This is an optimization exercise on Yosys and OpenROAD, whose aim is a short achievable clock period and few clock cycles per item, not a production implementation.
Where RTL was checked, it was by simulation tests only, not by an equivalence proof against the original.
Power and IR drop assume default switching activity.

==> inputs of run a <==
## qoi_pixel_decoder
module qoi_pixel_decoder #(
    parameter int CNT_W  = 32,
    parameter int FIFO_D = 32
) (
    input  logic                 clk,
    input  logic                 rst,
    input  logic                 start,
    input  logic [CNT_W-1:0]     frame_pixels,
    input  logic [7:0]           in_data,
    input  logic                 in_valid,
    output logic                 in_ready,
    output logic [31:0]          pix_data,
    output logic                 pix_valid,
    input  logic                 pix_ready,
    output logic                 busy,
    output logic                 done,
    output logic                 err
);
    logic             r_busy, r_done, r_inRdy, r_err, r_init;
    logic [CNT_W-1:0] r_frame;
    logic             w_start, w_acc;
    assign w_start   = start && !r_busy;
    assign w_acc     = in_valid && r_inRdy;
    assign in_ready  = r_inRdy;
    assign busy      = r_busy;
    assign done      = r_done;
    assign err       = r_err;
    logic        b_valid;
    logic [7:0]  b_data;
    logic [63:0] b_oh;          
    always_ff @(posedge clk) begin
        b_data  <= in_data;
        b_valid <= !rst && w_acc;
        for (int k = 0; k < 64; k++) b_oh[k] <= (in_data[5:0] == 6'(k));
    end
    logic [31:0]      r_prev;
    logic [5:0]       r_hprev;
    logic             r_opPh;       
    logic             r_lastArg;    
    logic             r_luma, r_rgba;
    logic [1:0]       r_argN;       
    logic [7:0]       r_a0, r_a1, r_a2;    
    logic [5:0]       r_hacc;
    logic [CNT_W-1:0] r_rem;        
    logic             r_mph;        
    logic [2:0]       r_mk1;        
    logic [31:0]      r_index [0:63];
    logic [63:0]      r_ivalid;
    logic             wp_valid;
    logic [5:0]       wp_h;
    logic [31:0]      wp_pix;
    logic [5:0]       wp_n1;
    logic             w_cmp;        
    logic [31:0]      w_pix;
    logic [5:0]       w_h;
    logic             w_isRun, w_remHiZ;
    logic             w_end, w_trunc;
    logic [5:0]       w_n1, w_n1Eff, w_remLo1;
    logic             w_dec;
    logic [7:0]       w_dg;
    logic [5:0]       w_idx;
    logic [31:0]      w_idxRd, w_idxPix;
  ...
==> flow/config.mk <==
export PLATFORM = sky130hd
export DESIGN_NAME = qoi_pixel_decoder
export DESIGN_NICKNAME = qoi_pixel_decoder
export VERILOG_FILES = /design/flow/design.v
export SDC_FILE = /design/flow/constraint.sdc
export NUM_CORES = 4
export LEC_CHECK = 0
export ABC_CLOCK_PERIOD_IN_PS = 3500
export CAP_MARGIN = 20
export CORE_MARGIN = 2
export CORE_UTILIZATION = 30
export SLEW_MARGIN = 20
==> flow/constraint.sdc <==
create_clock -name core_clock -period 13.0 [get_ports {clk}]
set_input_delay 2.6000 -clock core_clock [delete_from_list [all_inputs] [get_ports {clk}]]
set_output_delay 2.6000 -clock core_clock [all_outputs]
set_load 0.01 [all_outputs]
standard.sh (not shown) runs the stock make flow with config.mk's settings and CLKGATE_MAP_FILE= SYNTH_SCRIPT=/design/flow/synth_recipe.tcl, a recipe that flattens the netlist after the stock synthesis.
==> flow/flow/run.sh <==
#!/bin/bash
set -euo pipefail
bash standard.sh finish SETUP_SLACK_MARGIN=9 > make_finish.log 2>&1
==> inputs of run b, as changes to run a <==
--- a/flow/design.v
+++ b/flow/design.v
@@ -1,9 +1,9 @@
 module qoi_pixel_decoder #(
     parameter int CNT_W  = 32,
-    parameter int FIFO_D = 32
+    parameter int FA_W   = 5            
 ) (
     input  logic                 clk,
     input  logic                 rst,
     input  logic                 start,
     input  logic [CNT_W-1:0]     frame_pixels,
     input  logic [7:0]           in_data,
@@ -13,28 +13,27 @@
     output logic                 pix_valid,
     input  logic                 pix_ready,
     output logic                 busy,
     output logic                 done,
     output logic                 err
 );
+    localparam int FIFO_D = 1 << FA_W;
     logic             r_busy, r_done, r_inRdy, r_err, r_init;
     logic [CNT_W-1:0] r_frame;
     logic             w_start, w_acc;
     assign w_start   = start && !r_busy;
     assign w_acc     = in_valid && r_inRdy;
     assign in_ready  = r_inRdy;
     assign busy      = r_busy;
     assign done      = r_done;
     assign err       = r_err;
-    logic        b_valid;
-    logic [7:0]  b_data;
-    logic [63:0] b_oh;          
+    logic       b_valid;
+    logic [7:0] b_data;
     always_ff @(posedge clk) begin
         b_data  <= in_data;
         b_valid <= !rst && w_acc;
-        for (int k = 0; k < 64; k++) b_oh[k] <= (in_data[5:0] == 6'(k));
     end
     logic [31:0]      r_prev;
     logic [5:0]       r_hprev;
     logic             r_opPh;       
     logic             r_lastArg;    
     logic             r_luma, r_rgba;
@@ -46,37 +45,34 @@
     logic [2:0]       r_mk1;        
     logic [31:0]      r_index [0:63];
     logic [63:0]      r_ivalid;
     logic             wp_valid;
     logic [5:0]       wp_h;
     logic [31:0]      wp_pix;
-    logic [5:0]       wp_n1;
     logic             w_cmp;        
     logic [31:0]      w_pix;
     logic [5:0]       w_h;
     logic             w_isRun, w_remHiZ;
     logic             w_end, w_trunc;
     logic [5:0]       w_n1, w_n1Eff, w_remLo1;
     logic             w_dec;
     logic [7:0]       w_dg;
     logic [5:0]       w_idx;
-    logic [31:0]      w_idxRd, w_idxPix;
+    logic [31:0]      w_idxPix;
     logic             w_idxVal;
     logic [5:0]       w_diffH, w_lumaH;
     assign w_dec = b_valid && !r_mph;
     assign w_idx = b_data[5:0];
     assign w_dg  = {2'b00, b_data[5:0]} - 8'd32;
     always_comb begin
-        w_idxRd = 32'h0;
-        for (int k = 0; k < 64; k++) w_idxRd = w_idxRd | (r_index[k] & {32{b_oh[k] & r_ivalid[k]}});
         if (wp_valid && wp_h == w_idx) begin
             w_idxPix = wp_pix;
             w_idxVal = 1'b1;
         end else begin
-            w_idxPix = w_idxRd;
-            w_idxVal = |(b_oh & r_ivalid);
+            w_idxPix = r_index[w_idx];
+            w_idxVal = r_ivalid[w_idx];
         end
     end
     assign w_diffH = 6'd3 * (6'(b_data[5:4]) - 6'd2) + 6'd5 * (6'(b_data[3:2]) - 6'd2) +
                      6'd7 * (6'(b_data[1:0]) - 6'd2);
     assign w_lumaH = 6'd3 * (6'(b_data[7:4]) - 6'd8) + 6'd7 * (6'(b_data[3:0]) - 6'd8);
     assign w_isRun = r_opPh && b_data[7:6] == 2'b11 && b_data[5:1] != 5'b11111;
@@ -84,13 +80,13 @@
     assign w_n1    = w_isRun ? b_data[5:0] : 6'd0;
     always_comb begin
         w_pix = r_prev;
         w_h   = r_hprev;
         if (r_opPh) begin
             if (b_data[7:6] == 2'b00) begin
-                w_pix = w_idxPix;
+                w_pix = w_idxVal ? w_idxPix : 32'h0;
                 w_h   = w_idxVal ? w_idx : 6'd0;
             end else if (b_data[7:6] == 2'b01) begin
                 w_pix = {r_prev[31:24] + {6'b0, b_data[5:4]} - 8'd2,
                          r_prev[23:16] + {6'b0, b_data[3:2]} - 8'd2,
                          r_prev[15:8]  + {6'b0, b_data[1:0]} - 8'd2,
                          r_prev[7:0]};
@@ -130,12 +126,14 @@
                 if (w_cmp) begin
                     r_prev   <= w_pix;
                     r_hprev  <= w_h;
                     r_opPh   <= 1'b1;
                     r_rem    <= r_rem - (CNT_W'(w_n1) + CNT_W'(1));
                     wp_valid <= 1'b1;
+                    wp_h     <= w_h;
+                    wp_pix   <= w_pix;
                     if (w_end) r_mph <= 1'b1;
                 end else if (r_opPh) begin
                     r_opPh    <= 1'b0;
                     r_argN    <= 2'd0;
                     r_luma    <= (b_data[7:6] == 2'b10);
                     r_rgba    <= b_data[0];
@@ -157,76 +155,58 @@
                         default: begin r_a2 <= b_data; r_hacc <= r_hacc + 6'(b_data) * 6'd7; end
                     endcase
                 end
             end
             if (wp_valid) r_ivalid[wp_h] <= 1'b1;
         end
-        if (rst) wp_valid <= 1'b0;
-        if (w_dec && w_cmp) begin
-            wp_h   <= w_h;
-            wp_pix <= w_pix;
-            wp_n1  <= w_n1Eff;
-        end
         if (wp_valid) r_index[wp_h] <= wp_pix;
     end
-    logic [31:0]       f_pix [0:FIFO_D-1];
-    logic [5:0]        f_n1  [0:FIFO_D-1];
-    logic [FIFO_D-1:0] f_wr, f_rd;
-    logic [5:0]        f_cnt;
-    logic              w_push, w_pop, w_fEmpty;
-    logic [31:0]       w_fPix;
-    logic [5:0]        w_fN1;
-    logic [31:0]       o_pix;
-    logic [5:0]        o_n1;
-    logic              o_valid, w_oFree, w_oLast;
-    assign w_push   = wp_valid;
-    assign w_fEmpty = (f_cnt == 6'd0);
+    logic [31:0]     f_pix [0:FIFO_D-1];
+    logic [5:0]      f_n1  [0:FIFO_D-1];
+    logic [FA_W-1:0] f_wr, f_rd;
+    logic [FA_W:0]   f_cnt;
+    logic            w_push, w_pop, w_fEmpty;
+    logic [31:0]     o_pix;
+    logic [5:0]      o_n1;
+    logic            o_valid, w_oFree, w_oLast;
+    assign w_push   = w_dec && w_cmp;
+    assign w_fEmpty = (f_cnt == '0);
     assign w_oLast  = pix_ready && o_n1 == 6'd0;
     assign w_oFree  = !o_valid || w_oLast;
     assign w_pop    = w_oFree && !w_fEmpty;
-    always_comb begin
-        w_fPix = 32'h0;
-        w_fN1  = 6'd0;
-        for (int k = 0; k < FIFO_D; k++) begin
-            w_fPix = w_fPix | (f_pix[k] & {32{f_rd[k]}});
-            w_fN1  = w_fN1  | (f_n1[k]  & {6{f_rd[k]}});
-        end
-    end
-    always_ff @(posedge clk) begin
-        for (int k = 0; k < FIFO_D; k++) begin
-            if (w_push && f_wr[k]) begin
-                f_pix[k] <= wp_pix;
-                f_n1[k]  <= wp_n1;
-            end
+    always_ff @(posedge clk) begin
+        if (w_push) begin
+            f_pix[f_wr] <= w_pix;
+            f_n1[f_wr]  <= w_n1Eff;
         end
         if (rst || r_init) begin
-            f_wr  <= FIFO_D'(1);
-            f_rd  <= FIFO_D'(1);
-            f_cnt <= 6'd0;
-        end else begin
-            if (w_push) f_wr <= {f_wr[FIFO_D-2:0], f_wr[FIFO_D-1]};
-            if (w_pop)  f_rd <= {f_rd[FIFO_D-2:0], f_rd[FIFO_D-1]};
-            f_cnt <= f_cnt + 6'(w_push) - 6'(w_pop);
+            f_wr  <= '0;
+            f_rd  <= '0;
+            f_cnt <= '0;
+        end else begin
+            if (w_push) f_wr <= f_wr + FA_W'(1);
+            if (w_pop)  f_rd <= f_rd + FA_W'(1);
+            f_cnt <= f_cnt + (FA_W+1)'(w_push) - (FA_W+1)'(w_pop);
         end
         if (rst)          o_valid <= 1'b0;
         else if (w_oFree) o_valid <= !w_fEmpty;
         if (w_pop) begin
-            o_pix <= w_fPix;
-            o_n1  <= w_fN1;
+            o_pix <= f_pix[f_rd];
+            o_n1  <= f_n1[f_rd];
         end else if (o_valid && pix_ready) begin
             o_n1  <= o_n1 - 6'd1;
         end
     end
     assign pix_data  = o_pix;
     assign pix_valid = o_valid;
     logic [3:0] w_mkTot;
     logic       w_mkAll, w_lastMk, r_mkAll, w_drained;
     assign w_mkTot   = {1'b0, r_mk1} + 4'(b_valid) + 4'(w_acc);
     assign w_mkAll   = r_mph && !r_init && (w_mkTot == 4'd8);
     assign w_lastMk  = w_mkAll && w_acc;
-    assign w_drained = w_fEmpty && !wp_valid && (!o_valid || w_oLast);
+    assign w_drained = w_fEmpty && (!o_valid || w_oLast);
     always_ff @(posedge clk) begin
         if (rst) begin
             r_busy  <= 1'b0;
             r_done  <= 1'b0;
             r_inRdy <= 1'b0;
             r_err   <= 1'b0;
@@ -240,13 +220,13 @@
                 r_inRdy <= 1'b1;
                 r_err   <= 1'b0;
                 r_frame <= frame_pixels;
                 r_mkAll <= 1'b0;
             end else if (r_busy) begin
                 if (w_mkAll) r_mkAll <= 1'b1;
-                r_inRdy <= !w_mkAll && !r_mkAll && (f_cnt <= 6'(FIFO_D - 4));
+                r_inRdy <= !w_mkAll && !r_mkAll && (f_cnt <= (FA_W+1)'(FIFO_D - 3));
                 r_done  <= !r_done && (w_mkAll || r_mkAll) && w_drained;
                 if (r_done) r_busy <= 1'b0;
                 if (w_dec && w_cmp && w_trunc) r_err <= 1'b1;
                 if (b_valid && r_mph && r_mk1 != 3'd7 && b_data != 8'h00) r_err <= 1'b1;
                 if (w_lastMk && in_data != 8'h01) r_err <= 1'b1;
             end
==> flow/run.sh (new file) <==
#!/bin/bash
# synth_recipe.tcl (not shown) runs the flow's synth.tcl, then flattens the netlist and writes it again
# the make line also repeats each setting of config.mk as NAME=value (left out here)
make -C /OpenROAD-flow-scripts/flow DESIGN_CONFIG=/design/flow/config.mk WORK_HOME=/design/flow/orfs CLKGATE_MAP_FILE= SYNTH_SCRIPT=/design/flow/synth_recipe.tcl finish
==> flow/config.mk (replaced) <==
export PLATFORM = sky130hd
export DESIGN_NAME = qoi_pixel_decoder
export DESIGN_NICKNAME = qoi_pixel_decoder
export VERILOG_FILES = /design/flow/design.v
export SDC_FILE = /design/flow/constraint.sdc
export NUM_CORES = 4
export LEC_CHECK = 0
export CAP_MARGIN = 20
export CORE_MARGIN = 2
export CORE_UTILIZATION = 30
export SLEW_MARGIN = 20
removed: flow/flow/run.sh
removed: flow/standard.sh
==> notes.md <==
outcome no timing/DRC/antenna violations; HPWL Detailed 306 mm; pre-CTS setup slack 6860 ps; mux share of post-synthesis cell area 0.298%; met2 WL ~250 mm; ranking of synthesized cells by area edfxtp_1 74%, a22oi_1 5.4%, dfxtp_1 3.7%; Final Skew 80.0 ps; Critical Path Sink wp_h[5]; num tapcells ~6,200
Source of the figures above: run a

==> notes.md <==
Final Skew slightly below 90 ps; Critical Path Sink f_pix[29][9]; RSZ-0062 raised after global routing false; Buf/Inv on CP 3; Biggest Area Class sequential cells; ranking of synthesized cells by area edfxtp_1 71%, mux4_2 15%, dfxtp_1 2.0%; outcome no timing/DRC/antenna violations; met2 WL 201 mm; met1 usage between 20% and 30%; num tapcells around 6,400; CP endpoint kind flip-flop
Source of the figures above: run b

Testbench counts of run b, summed over its fixed seeds: cycles 33,414, pixels 29,966.
The RTL of run a was laid out without a check of its function.


==> build 8: inputs <==
qoi_pixel_decoder, a different RTL version from the one above (not shown whole).
==> flow/config.mk <==
export PLATFORM = sky130hd
export DESIGN_NAME = qoi_pixel_decoder
export DESIGN_NICKNAME = qoi_pixel_decoder
export VERILOG_FILES = /design/flow/design.v
export SDC_FILE = /design/flow/constraint.sdc
export NUM_CORES = 4
export LEC_CHECK = 0
export ABC_CLOCK_PERIOD_IN_PS = 3500
export CAP_MARGIN = 20
export CORE_MARGIN = 2
export CORE_UTILIZATION = 30
export SLEW_MARGIN = 20
==> flow/constraint.sdc <==
create_clock -name core_clock -period 13.0 [get_ports {clk}]
set_input_delay 2.6000 -clock core_clock [delete_from_list [all_inputs] [get_ports {clk}]]
set_output_delay 2.6000 -clock core_clock [all_outputs]
set_load 0.01 [all_outputs]
==> flow/flow/run.sh <==
#!/bin/bash
set -euo pipefail
bash standard.sh finish SETUP_SLACK_MARGIN=9 > make_finish.log 2>&1
==> inputs of build 28, as changes to build 8 <==
--- a/flow/config.mk
+++ b/flow/config.mk
@@ -10,3 +10,4 @@
 export CORE_MARGIN = 2
-export CORE_UTILIZATION = 30
+export CORE_UTILIZATION = 55
+export PLACE_DENSITY = 0.7
 export SLEW_MARGIN = 20
==> summary of the runs <==
- In sequential cell count, build 8 and build 28 do not differ.
- Against build 28, the register-to-register slack of build 8 is higher by 0.20 ns.
- Between build 28 and build 8, the lower clock skew is in build 28 (gap 0.025 ns).
- Of build 8 and build 28, build 28 has the higher critical path depth (gap 7).
- In build 8 the sequential share of layout area is lower than in build 28, by 1.0 points.
- In combinational power, build 28 and build 8 hardly differ.
- Clock power: build 28 is higher than build 8 (about 5%).
- In build 28 the global-route usage is higher than in build 8, by 20 points.
- Synthesized cell count is the same in build 8 and build 28.
Testbench counts of build 8, summed over its fixed seeds: cycles 33,417, pixels 29,966.
Testbench counts of build 28, summed over its fixed seeds: cycles 33,417, pixels 29,966.

[port drivers added, routing unchanged]
No port has a modelled driver above. Below, the same layouts with a new extraction and two added sets of constraints.
Step 1 (the two cells are an assumption about what drives the block):
set clk [get_ports {clk}]
set_driving_cell -lib_cell sky130_fd_sc_hd__clkbuf_16 $clk
set_driving_cell -lib_cell sky130_fd_sc_hd__buf_2 [delete_from_list [all_inputs] $clk]
Step 2 also shifts input and output timing later by t, the mid clock arrival at the registers, as if the neighbouring blocks saw the same clock.
a / b / c = no drivers / after step 1 / after step 2; a / b = the first two.
| run | t, ns | setup slack, ns | worst slew at a driven data input, ns | cell pins on the clock port's net |
|---|---|---|---|---|
| run a | 1.024 | 8.295 / 8.295 / 8.139 | 0.06 | 1 |
| run b | 0.980 | 6.176 / 6.176 / 6.176 | 0.32 | 1 |
| build 8 | 1.108 | 8.836 / 8.731 / 7.822 | 0.07 | 1 |
| build 28 | 1.042 | 8.807 / 8.807 / 7.939 | 0.09 | 1 |
After both steps every run listed still meets setup and hold. The setup slack of build 8, which loses most, moves by -0.105 ns with the drivers and by -1.014 ns with both steps.
